What follows belongs to an exercise in optimizing a design on an open flow for small area and a short achievable clock period; a production flow would make more cautious choices. In this exercise RTL edits were held to simulation tests only and were not proved equivalent to the original. Power and IR drop assume default switching activity.

--- design/flow/run.sh ---
#!/bin/bash
# synth_recipe.tcl (not shown) runs the flow's synth.tcl, then flattens the netlist and writes it again
# the make line also repeats each setting of config.mk as NAME=value (left out here)
make -C /OpenROAD-flow-scripts/flow DESIGN_CONFIG=/design/flow/config.mk WORK_HOME=/design/flow/orfs CLKGATE_MAP_FILE= SYNTH_SCRIPT=/design/flow/synth_recipe.tcl finish
--- design/flow/config.mk ---
export PLATFORM = sky130hd
export DESIGN_NAME = regfile_sb
export DESIGN_NICKNAME = regfile_sb
export VERILOG_FILES = /design/flow/design.v
export SDC_FILE = /design/flow/constraint.sdc
export NUM_CORES = 4
export LEC_CHECK = 0
export CAP_MARGIN = 20
export CORE_MARGIN = 2
export CORE_UTILIZATION = 35
export PLACE_DENSITY = 0.42
export SETUP_SLACK_MARGIN = 0.4
export SLEW_MARGIN = 20
--- design/flow/design.v ---
module regfile_sb_entry #(
  parameter int              XLEN    = 32,
  parameter logic [XLEN-1:0] RST_VAL = '0
) (
  input  logic            clk,
  input  logic            rst,
  input  logic            i_we,
  input  logic            i_set,
  input  logic            i_flush,
  input  logic [XLEN-1:0] i_d,
  output logic [XLEN-1:0] o_q,
  output logic            o_busy
);
  logic [XLEN-1:0] r_q;
  logic            r_busy;
  always_ff @(posedge clk or posedge rst) begin
    if (rst) begin
      r_q    <= RST_VAL;
      r_busy <= 1'b0;
    end else begin
      if (i_we) r_q <= i_d;
      if (i_flush)    r_busy <= 1'b0;
      else if (i_set) r_busy <= 1'b1;
      else if (i_we)  r_busy <= 1'b0;
    end
  end
  assign o_q    = r_q;
  assign o_busy = r_busy;
endmodule
module regfile_sb #(
  parameter int XLEN       = 32,
  parameter int NREGS      = 32,
  parameter int AW         = 5,
  parameter int BYPASS     = 1,
  parameter int ZERO_REG   = 1,
  parameter int INIT_INDEX = 1
) (
  input  logic             clk,
  input  logic             rst,
  input  logic             RegWEn,
  input  logic [AW-1:0]    AddrD,
  input  logic [XLEN-1:0]  DataD,
  input  logic [AW-1:0]    AddrA,
  input  logic [AW-1:0]    AddrB,
  output logic [XLEN-1:0]  DataA,
  output logic [XLEN-1:0]  DataB,
  input  logic             issue_en,
  input  logic [AW-1:0]    issue_rd,
  input  logic             flush,
  output logic             busy_a,
  output logic             busy_b,
  output logic [NREGS-1:0] busy_vec
);
  localparam logic [AW:0] NR = (AW+1)'(NREGS);
  logic                        w_wvalid, w_ivalid;
  logic [NREGS-1:0]            w_we, w_set, w_busy;
  logic [NREGS-1:0][XLEN-1:0]  w_q;
  logic [XLEN-1:0]             w_qa, w_qb;
  logic                        w_ba, w_bb, w_va, w_vb, w_hit_a, w_hit_b;
  assign w_wvalid = RegWEn && ({1'b0, AddrD} < NR) &&
                    !((ZERO_REG != 0) && (AddrD == '0));
  assign w_ivalid = issue_en && ({1'b0, issue_rd} < NR) &&
                    !((ZERO_REG != 0) && (issue_rd == '0));
  for (genvar g = 0; g < NREGS; g++) begin : g_reg
    localparam logic [XLEN-1:0] RV = (INIT_INDEX != 0) ? XLEN'(g) : '0;
    assign w_we[g]  = w_wvalid && (AddrD == AW'(g));
    assign w_set[g] = w_ivalid && (issue_rd == AW'(g));
    regfile_sb_entry #(.XLEN(XLEN), .RST_VAL(RV)) u_ent (
      .clk     (clk),
      .rst     (rst),
      .i_we    (w_we[g]),
      .i_set   (w_set[g]),
      .i_flush (flush),
      .i_d     (DataD),
      .o_q     (w_q[g]),
      .o_busy  (w_busy[g])
    );
  end
  always_comb begin
    w_qa = '0;
    w_qb = '0;
    w_ba = 1'b0;
    w_bb = 1'b0;
    for (int i = 0; i < NREGS; i++) begin
      if (AddrA == AW'(i)) begin
        w_qa = w_q[i];
        w_ba = w_busy[i];
      end
      if (AddrB == AW'(i)) begin
        w_qb = w_q[i];
        w_bb = w_busy[i];
      end
    end
  end
  assign w_va    = ({1'b0, AddrA} < NR) && !((ZERO_REG != 0) && (AddrA == '0));
  assign w_vb    = ({1'b0, AddrB} < NR) && !((ZERO_REG != 0) && (AddrB == '0));
  assign w_hit_a = (BYPASS != 0) && w_wvalid && (AddrD == AddrA);
  assign w_hit_b = (BYPASS != 0) && w_wvalid && (AddrD == AddrB);
  assign DataA    = !w_va ? '0 : (w_hit_a ? DataD : w_qa);
  assign DataB    = !w_vb ? '0 : (w_hit_b ? DataD : w_qb);
  assign busy_a   = w_va && !w_hit_a && w_ba;
  assign busy_b   = w_vb && !w_hit_b && w_bb;
  assign busy_vec = w_busy;
endmodule
--- design/flow/constraint.sdc ---
create_clock -name core_clock -period 7.8 [get_ports {clk}]
set_input_delay 1.5600 -clock core_clock [delete_from_list [all_inputs] [get_ports {clk}]]
set_output_delay 1.5600 -clock core_clock [all_outputs]
set_load 0.01 [all_outputs]
==> summary.md, run 1 <==
| Metric | Value |
|---|---|
| Status | `no timing/DRC/antenna violations` |
| Residual DRC | `0` |
| Period minus WS final | `between 7 and 8 ns` |
| Clk buf depth | `3` |
| Area growth syn-to-layout | `17.8%` |
| Sequential fraction of the synthesis area | `a little under half` |
| CTS tree | `yes` |
| Slew @ Worst Pin | `between 1 and 1.5 ns` |
| Final net count | `5730` |
| Top_reg_cell synth | `dfrtp_1` |
| Gr usage total | `between 40 and 50%` |
| Post-synthesis instance total | `~5500` |
| Syn nets | `5535` |
| Fin cells | `about 8000` |
| Largest net degree at the start of global routing | `~140` |
| Leakage | `around 0.029 uW` |
| Mapped Area | `58600 um^2` |
| Crit path required time | `6.24 ns` |
| Pwr/cell area | `253 nW/um^2` |
| #FFs+latches synth | `~1100` |
| Vias in the first global route | `between 50000 and 60000` |
| WS Path Type | `input pin to primary output` |
| Startpoint Class | `input pin` |
| Crit end category | `primary output` |
| Post-synth ARST share | `between 90% and 100%` |
| Via density | `around 7.1` |
| Int Power | `~12000 uW` |
| Gpl congestion | `1.06` |
| Final WS setup | `roughly 0.26 ns` |
| Hpwl dp | `about 270000 um` |
| Mean Syn Cell Area | `roughly 11 um^2` |
| Grt total ovfl | `0` |
| Pins Over Slew Limit | `0` |
| Die Area | `171000 um^2` |
| Hold_buf cts | `0` |
| Row cnt | `150` |
| Worst slew margin | `16.4%` |
| Commonest non-fill, non-tap cell in the layout | `mux2_2` |
| Core area | `~170000 um^2` |
| Critical path fanouts, max | `between 40 and 50` |
| Share of cells above drive strength 1 | `between 30% and 40%` |
| DRT antenna net count | `0` |
| Final setup fails | `0` |
| Worst Path Arrival | `roughly 6 ns` |
| Max Freq | `0.133 GHz` |
| Most frequent cells in the layout | `1010 x mux2_2, 976 x dfrtp_1, 460 x buf_4, 369 x a22oi_1, 365 x nand2_1` |
| Detailed Route WL | `roughly 390000 um` |
| Clk latency of the worst-skew pair | `0.82 ns` |
| Dpl cells | `around 7700` |
| TritonCTS buffer count | `135` |
| Port Buffers | `154` |
| YS warnings | `33` |
| Post-synth cell types | `a little over 100` |
| Net switching power | `between 5000 and 6000 uW` |
| Pre-CTS setup slack | `-0.0931 ns` |
| Worst hold path type | `flop to flop` |
| Max-capacitance violation count | `0` |
| CTS root buf | `clkbuf_16` |
| Initial DRC count | `around 9600` |
| WL/cell | `~50 um` |
| Clock share of power | `between 30% and 40%` |
| First-pass DRT Iterations | `9` |
| Hold Violations, Final | `0` |
| H-tree lvl count | `4` |
| Routed vias | `between 50000 and 60000` |
| Initial Util | `about a third` |
| EDFF count, synth | `0` |
| Initial antenna violation count | `30` |
| Final Cycle Share | `between 90% and 100%` |
| RSZ-0062 raised after global routing | `false` |
| Reg power frac | `~45%` |
| Final setup skew | `0 ns` |
| First-pass GRT wire length | `518000 um` |
| Clock sink count | `between 1000 and 1500` |
| Horiz. Die Dim | `approximately 410 um` |
| Clock transition at the registers of the reported paths | `about 0.05 ns` |
| Maximum vdd ir drop | `between 0.2 and 0.3 mV` |
| Sw frac | `between 30 and 40%` |
| DIE HEIGHT | `between 400 and 500 um` |
| Io pins | `155` |
| Share of total power in combinational logic | `17.8%` |
-- worst max-delay path, stage by stage --
cell	delay, ns
buf_6	0.36
buf_4	0.42
xnor2_1	0.17
nand3_1	0.16
or4_4	0.60
buf_12	0.21
and3_1	0.26
a21oi_1	0.29
nand2_1	0.33
a21oi_1	0.70
a21oi_1	0.22
clkdlybuf4s50_1	0.54
-- final cells by class --
type | count | area, um^2
flip-flops and latches | 1056 | 26500
multi-input cells | 3802 | 29400
clock inverters | 47 | 561
repair buffers | 651 | 5700
well taps | 2204 | 2760
fillers | 16400 | 97700
clock buffers | 199 | 3940
inverters | 27 | 105
diodes | 13 | 32.5
-- power by group through the flow --
stage / Combinational (uW) / Sequential (uW) / Clock (uW)
after global placement: 2960 / 7880 / 0
final: 3120 / 7840 / 6520
after detailed placement: 3000 / 7860 / 0
after global routing: 3210 / 7890 / 6800
after floorplan: 1810 / 7210 / 0
after CTS: 3010 / 7780 / 6560
-- routing by layer --
metal / GRT usage, % / up-vias / part of all wire (%)
met3: 13.2 / 1503 / 11
met2: 65.2 / 4689 / 41
met1: 56.3 / 29300 / 38
met4: 36.7 / 18 / 10
met5: 0.0565 / - / 0.028
li1: - / 21100 / -
-- flip-flops by register name (all words and copies together), names as in the netlist --
name,flops
g.u_ent.r_q,1024
g.u_ent.r_busy,32
-- cells by family (layout without fill, tap and decap cells) --
group | Yosys count | in the layout | synth area share (%)
multiplexers | 1088 | 1088 | 21.0
XOR/XNOR | 10 | 10 | 0.150
AND/OR/NAND/NOR | 1121 | 1121 | 9.59
AO/OA/AOI/OAI | 1583 | 1583 | 18.7
other | 0 | 13 | 0
flip-flops | 1056 | 1056 | 45.3
buffers and inverters | 620 | 924 | 5.32
-- Yosys cell counts, types with 82 or more instances --
cell	number	area (um^2)
buf_2	220	1100
clkbuf_1	234	878
dfrtp_1	976	24400
a21oi_1	318	1590
a22oi_1	369	2770
mux2_2	1010	11400
a221oi_1	118	1030
nand3_1	90	450
buf_4	82	616
o21ai_0	272	1360
nand2_1	374	1400
nor2_1	269	1010
-- worst paths after layout --
path / slack (ns) / cells after the start / startpoint / endpoint
setup / recovery: 0.26 / 12 / AddrB[1] / DataB[24]
hold / removal: 0.39 / 0 / g_reg[0].u_ent.r_q[28] / g_reg[0].u_ent.r_q[28]
setup reg to reg: 6.77 / 1 / g_reg[21].u_ent.r_q[30] / g_reg[21].u_ent.r_q[30]
hold reg to reg: 0.39 / 0 / g_reg[0].u_ent.r_q[28] / g_reg[0].u_ent.r_q[28]
max in group asynchronous: 4.89 / 4 / rst / g_reg[19].u_ent.r_q[13]
min in group asynchronous: 1.28 / 2 / rst / g_reg[16].u_ent.r_q[16]
-- metrics by stage --
stage                     TNS (ns)  instance area [um^2]  hold slack [ns]  total power, uW  utilization, %
after floorplan           -8385.61                 58600            0.441             9030               -
after global placement      -0.199                 64400            0.382            10800            38.6
after detailed placement    -0.139                 64400            0.385            10900            38.6
after CTS                        0                 68900            0.398            17400            41.4
after global routing             0                 69000            0.405            17900            41.4
final                            0                 69000            0.394            17500            41.4
-- timing repair --
action,CTS,global route
endpoints found under the hold margin,0,0
pin swaps,1,0
gates cloned,0,0
buffers inserted,2,0
gates resized for setup,8,2
endpoints found under the setup margin,8,3
==> run 2: changes to the inputs <==
==> design/flow/design.v (replaced) <==
module regfile_sb #(
  parameter int XLEN       = 32,
  parameter int NREGS      = 32,
  parameter int AW         = 5,
  parameter int BYPASS     = 1,
  parameter int ZERO_REG   = 1,
  parameter int INIT_INDEX = 1
) (
  input  logic             clk,
  input  logic             rst,
  input  logic             RegWEn,
  input  logic [AW-1:0]    AddrD,
  input  logic [XLEN-1:0]  DataD,
  input  logic [AW-1:0]    AddrA,
  input  logic [AW-1:0]    AddrB,
  output logic [XLEN-1:0]  DataA,
  output logic [XLEN-1:0]  DataB,
  input  logic             issue_en,
  input  logic [AW-1:0]    issue_rd,
  input  logic             flush,
  output logic             busy_a,
  output logic             busy_b,
  output logic [NREGS-1:0] busy_vec
);
  logic            we, iss;
  logic [31:0]     w_we, w_set;
  logic [31:0]     r_q [32];
  logic [31:0]     r_wr, r_busy;
  assign we  = RegWEn   && (AddrD    != '0);
  assign iss = issue_en && (issue_rd != '0);
  for (genvar g = 0; g < 32; g++) begin : g_dec
    assign w_we[g]  = we  && (AddrD    == 5'(g));
    assign w_set[g] = iss && (issue_rd == 5'(g));
  end
  assign r_q[0]    = '0;
  assign r_wr[0]   = 1'b0;
  assign r_busy[0] = 1'b0;
  for (genvar g = 1; g < 32; g++) begin : g_reg
    always_ff @(posedge clk) begin
      if (w_we[g]) r_q[g] <= DataD;
    end
    always_ff @(posedge clk or posedge rst) begin
      if (rst) begin
        r_wr[g]   <= 1'b0;
        r_busy[g] <= 1'b0;
      end else begin
        if (w_we[g]) r_wr[g] <= 1'b1;
        if (flush)         r_busy[g] <= 1'b0;
        else if (w_set[g]) r_busy[g] <= 1'b1;
        else if (w_we[g])  r_busy[g] <= 1'b0;
      end
    end
  end
  logic [31:0] qa, qb;
  logic        wa, wb, ba, bb, hit_a, hit_b;
  assign qa = r_q[AddrA];
  assign qb = r_q[AddrB];
  assign wa = r_wr[AddrA];
  assign wb = r_wr[AddrB];
  assign ba = r_busy[AddrA];
  assign bb = r_busy[AddrB];
  assign hit_a = we && (AddrD == AddrA);
  assign hit_b = we && (AddrD == AddrB);
  assign DataA  = hit_a ? DataD : (wa ? qa : {27'b0, AddrA});
  assign DataB  = hit_b ? DataD : (wb ? qb : {27'b0, AddrB});
  assign busy_a = !hit_a && ba;
  assign busy_b = !hit_b && bb;
  assign busy_vec = r_busy;
endmodule
==> run 2 against run 1 <==
Compared with the run above:
- largest power group unchanged
- clock power is 11% lower
- hold slack better by 0.095 ns
- utilization grew 0.81 points
- first-iteration DRC count decreased by 13%
- maximum frequency down 0.81%
- non-clock buffer count decreased by 261
- clock skew unchanged
- global-route usage fell by 6.3 points
- synthesized area decreased by 21%
==> summary.md, run 2 <==
| Metric | Value |
|---|---|
| Simple-Gate Fraction of Synth Area | `about 8.4%` |
| RSZ-0062 raised after global routing | `false` |
| Final setup fails | `0` |
| Clock sink count | `~1100` |
| Vias in the first global route | `about 38000` |
| WS Path Type | `input pin to primary output` |
| YS warnings | `2` |
| Commonest non-fill, non-tap cell in the layout | `edfxtp_1` |
| Final net count | `~3600` |
| Initial antenna violation count | `13` |
| Critical path fanouts, max | `22` |
| Max Freq | `roughly 0.13 GHz` |
| Via density | `approximately 7.3` |
| Mapped Area | `roughly 46000 um^2` |
| Clock transition at the registers of the reported paths | `about 0.060 ns` |
| Critical path origin | `AddrB[0]` |
| Initial Util | `a little over a third` |
| Pre-CTS setup slack | `roughly 0.41 ns` |
| Total power draw | `13300 uW` |
| Count leader, synth | `edfxtp_1` |
| Total negative slack | `0 ns` |
| H-tree lvl count | `3` |
| Residual DRC | `0` |
| Area growth syn-to-layout | `20.1%` |
| Share of cells above drive strength 1 | `between 15 and 20%` |
| DRT antenna net count | `0` |
| Final Cycle Share | `roughly 100%` |
| Startpoint Class | `input pin` |
| Dpl cells | `roughly 5200` |
| Worst Path Arrival | `6.04 ns` |
| Setup crit end | `DataB[2]` |
| Post-synthesis instance total | `roughly 3300` |
| Pins Over Slew Limit | `0` |
| Fin cells | `about 5400` |
| Worst reg2reg setup slack | `between 6 and 7 ns` |
| Clk latency of the worst-skew pair | `between 0.7 and 0.8 ns` |
| R2R cell count | `2` |
| Max-capacitance violation count | `0` |
| Compound-Gate Fraction of Synth Area | `18.3%` |
| Top_reg_cell synth | `edfxtp_1` |
| Xor and xnor area share after synthesis | `less than 1%` |
| Port Buffers | `around 150` |
| Sw frac | `about a quarter` |
| Detailed Route WL | `about 270000 um` |
| Top reg by flops | `r_q` |
| Worst slew margin | `between 20% and 30%` |
| Synth Area in Adders | `0%` |
| Net switching power | `around 3300 uW` |
| Final WS setup | `between 0.2 and 0.25 ns` |
| Most frequent cells in the layout | `992 x edfxtp_1, 813 x a22oi_1, 236 x nand2_1, 198 x buf_4, 128 x clkdlybuf4s50_1` |
| Area leader, netlist | `edfxtp_1` |
| CTS tree | `yes` |
| Crit path required time | `6.24 ns` |
| Period minus WS final | `7.60 ns` |
| First-pass GRT wire length | `352000 um` |
| Row cnt | `about 130` |
| DIE HEIGHT | `approximately 370 um` |
| TritonCTS buffer count | `between 100 and 150` |
| Core area | `between 100000 and 150000 um^2` |
| Crit end category | `primary output` |
| Gpl congestion | `0.956` |
| First-pass DRT Iterations | `13` |
| WL/cell | `between 40 and 50 um` |
| Mean Syn Cell Area | `around 14 um^2` |
| Final setup skew | `0 ns` |
| Die Area | `around 130000 um^2` |
| Post-synth ARST share | `under 10%` |
| Gr usage total | `roughly 40%` |
| Share of total power in combinational logic | `under 10%` |
| EDFF count, synth | `slightly below 1000` |
| Hold_buf cts | `0` |
| Routed vias | `just under 40000` |
| Max FFs per register | `between 900 and 1000` |
| Mux contribution to synthesized area | `under 10%` |
| Horiz. Die Dim | `roughly 370 um` |
| Maximum vdd ir drop | `around 0.17 mV` |
| Largest net degree at the start of global routing | `63` |
| Status | `no timing/DRC/antenna violations` |
| Hold Violations, Final | `0` |
| Reg2reg end | `r_busy[3]` |
| Reg power frac | `47.9%` |
| Worst r2r src | `r_busy[3]` |
| Largest regs | `r_q x992, r_busy x31, r_wr x31` |
| CTS root buf | `clkbuf_16` |
| Post-synth cell types | `70` |
| Io pins | `155` |
| Slew @ Worst Pin | `between 1 and 1.5 ns` |
| Largest family of logic cells by synthesized area | `compound AO/OA/AOI/OAI gates` |
| Clk buf depth | `3` |
| Fill count | `around 12000` |
| Final Core Density | `between 40% and 50%` |
| Grt total ovfl | `0` |
| Yosys top cell area share | `between 60% and 70%` |
| Initial DRC count | `around 8300` |
| Pwr/cell area | `around 240 nW/um^2` |
| Commonest cells post-synth | `992 x edfxtp_1, 813 x a22oi_1, 236 x nand2_1` |
| Sequential fraction of the synthesis area | `about 68%` |
| Clock share of power | `43.7%` |
| Syn nets | `3356` |
| Worst hold path type | `flop to flop` |
| Hpwl dp | `around 160000 um` |
| Leakage | `approximately 0.018 uW` |
| Int Power | `10000 uW` |
| #FFs+latches synth | `between 1000 and 1500` |
| Synth area leaders | `edfxtp_1 65%, a22oi_1 13%, dfrtp_1 3.4%, nand2_1 1.9%, a22o_1 1.5%` |
run 2: changes by cell type after synthesis, sizes merged, moves of 141 or more:
cell	delta
dfrtp	-914
buf	-210
a21oi	-272
mux2	-1000
o21ai	-240
nand2	-141
edfxtp	+992
nor2	-171
a22oi	+444
run 2: area by class of cell:
| type | count | area, um^2 | area share [%] |
|---|---|---|---|
| repair buffers | 390 | 3660 | 6.62 |
| inverters | 23 | 86.3 | 0.156 |
| multi-input cells | 1976 | 14000 | 25.4 |
| well taps | 1755 | 2200 | 3.97 |
| diodes | 9 | 22.5 | 0.0407 |
| clock inverters | 76 | 838 | 1.52 |
| flip-flops and latches | 1054 | 31300 | 56.7 |
| clock buffers | 141 | 3100 | 5.61 |
run 2: worst min path at each step:
stage	start	to	cells after the start
2_1_floorplan	r_wr[5]	r_wr[5]	1
3_3_place_gp	r_wr[12]	r_wr[12]	1
3_5_place_dp	r_wr[14]	r_wr[14]	1
4_1_cts	r_wr[14]	r_wr[14]	1
5_1_grt	r_wr[13]	r_wr[13]	1
6_report	r_wr[12]	r_wr[12]	1
run 2: stage by stage:
step / hold WS, ns / instance area, um^2
finish: 0.489 / 55300
global placement: 0.467 / 51300
global route: 0.518 / 55300
CTS: 0.493 / 55300
detailed placement: 0.479 / 51400
floorplan: 0.446 / 46000
run 2: critical path: stages:
cell and delay, ns:
buf_2 0.58, nor2b_1 0.57, buf_4 0.25, and3_2 0.70
buf_12 0.34, a22oi_1 0.13, nand2_1 0.09, nor4_1 0.08
a222oi_1 0.90, buf_4 0.23, clkdlybuf4s50_1 0.52
run 2: what timing repair did:
action                                  CTS  global route
endpoints found under the setup margin    0             1
setup buffers                             0             2
resized for setup                         0             1
run 2: metal layers:
layer  wire length (um)  vias up  global-route usage (%)  share of wire, %
li1                   -    14300                       -                 -
met1             101000    20100                    51.2                38
met2             114000     4128                    58.0                43
met3              34800     1090                    11.7                13
met4              18800       10                    20.7               7.0
met5                 69        -                       0             0.026
run 2: power groups by stage:
stage	Combinational, uW	Sequential, uW	Clock [uW]
after floorplan	461	6450	0
after global placement	1090	6480	0
after detailed placement	1090	6480	0
after CTS	1090	6360	5840
after global routing	1150	6370	6040
final	1130	6370	5810
run 2: cell families (layout without fill, tap and decap cells):
kind of cell,after synthesis,count (layout)
and+or+nand+nor,783,783
other,1,10
xor gates and xnor gates,10,10
DFF,1054,1054
buffers and inverters,269,630
AOI/OAI and AO/OA,1112,1112
muxes,70,70

what the ideal ports hide:
How much do the figures lean on ideal ports? The routed layouts below were timed once more, with nothing changed but the port constraints. Step 1 assumes that a clkbuf_16 drives the clock port and a buf_2 every other input. Step 2 times the ports against the registers' clock, not the clock port: input delays grow and output delays shrink by t, the midpoint of the rising clock arrivals with the driver on. a / b / c = ideal ports / drivers / drivers and shift; a / b = the first two.
run | t, ns | setup WS [ns] | hold slack, ns | worst setup path after step 2 | pins driven straight from the clock port
run 1 | 0.919 | 0.265 / 0.182 / 0.182 | 0.394 / 0.394 / 0.394 | input to output | 1
run 2 | 0.838 | 0.203 / 0.174 / 0.174 | 0.489 / 0.489 / 0.489 | input to output | 1
After both steps every run listed still meets setup and hold. The setup slack of run 1, which loses most, moves by -0.083 ns with the drivers and by -0.083 ns with both steps.
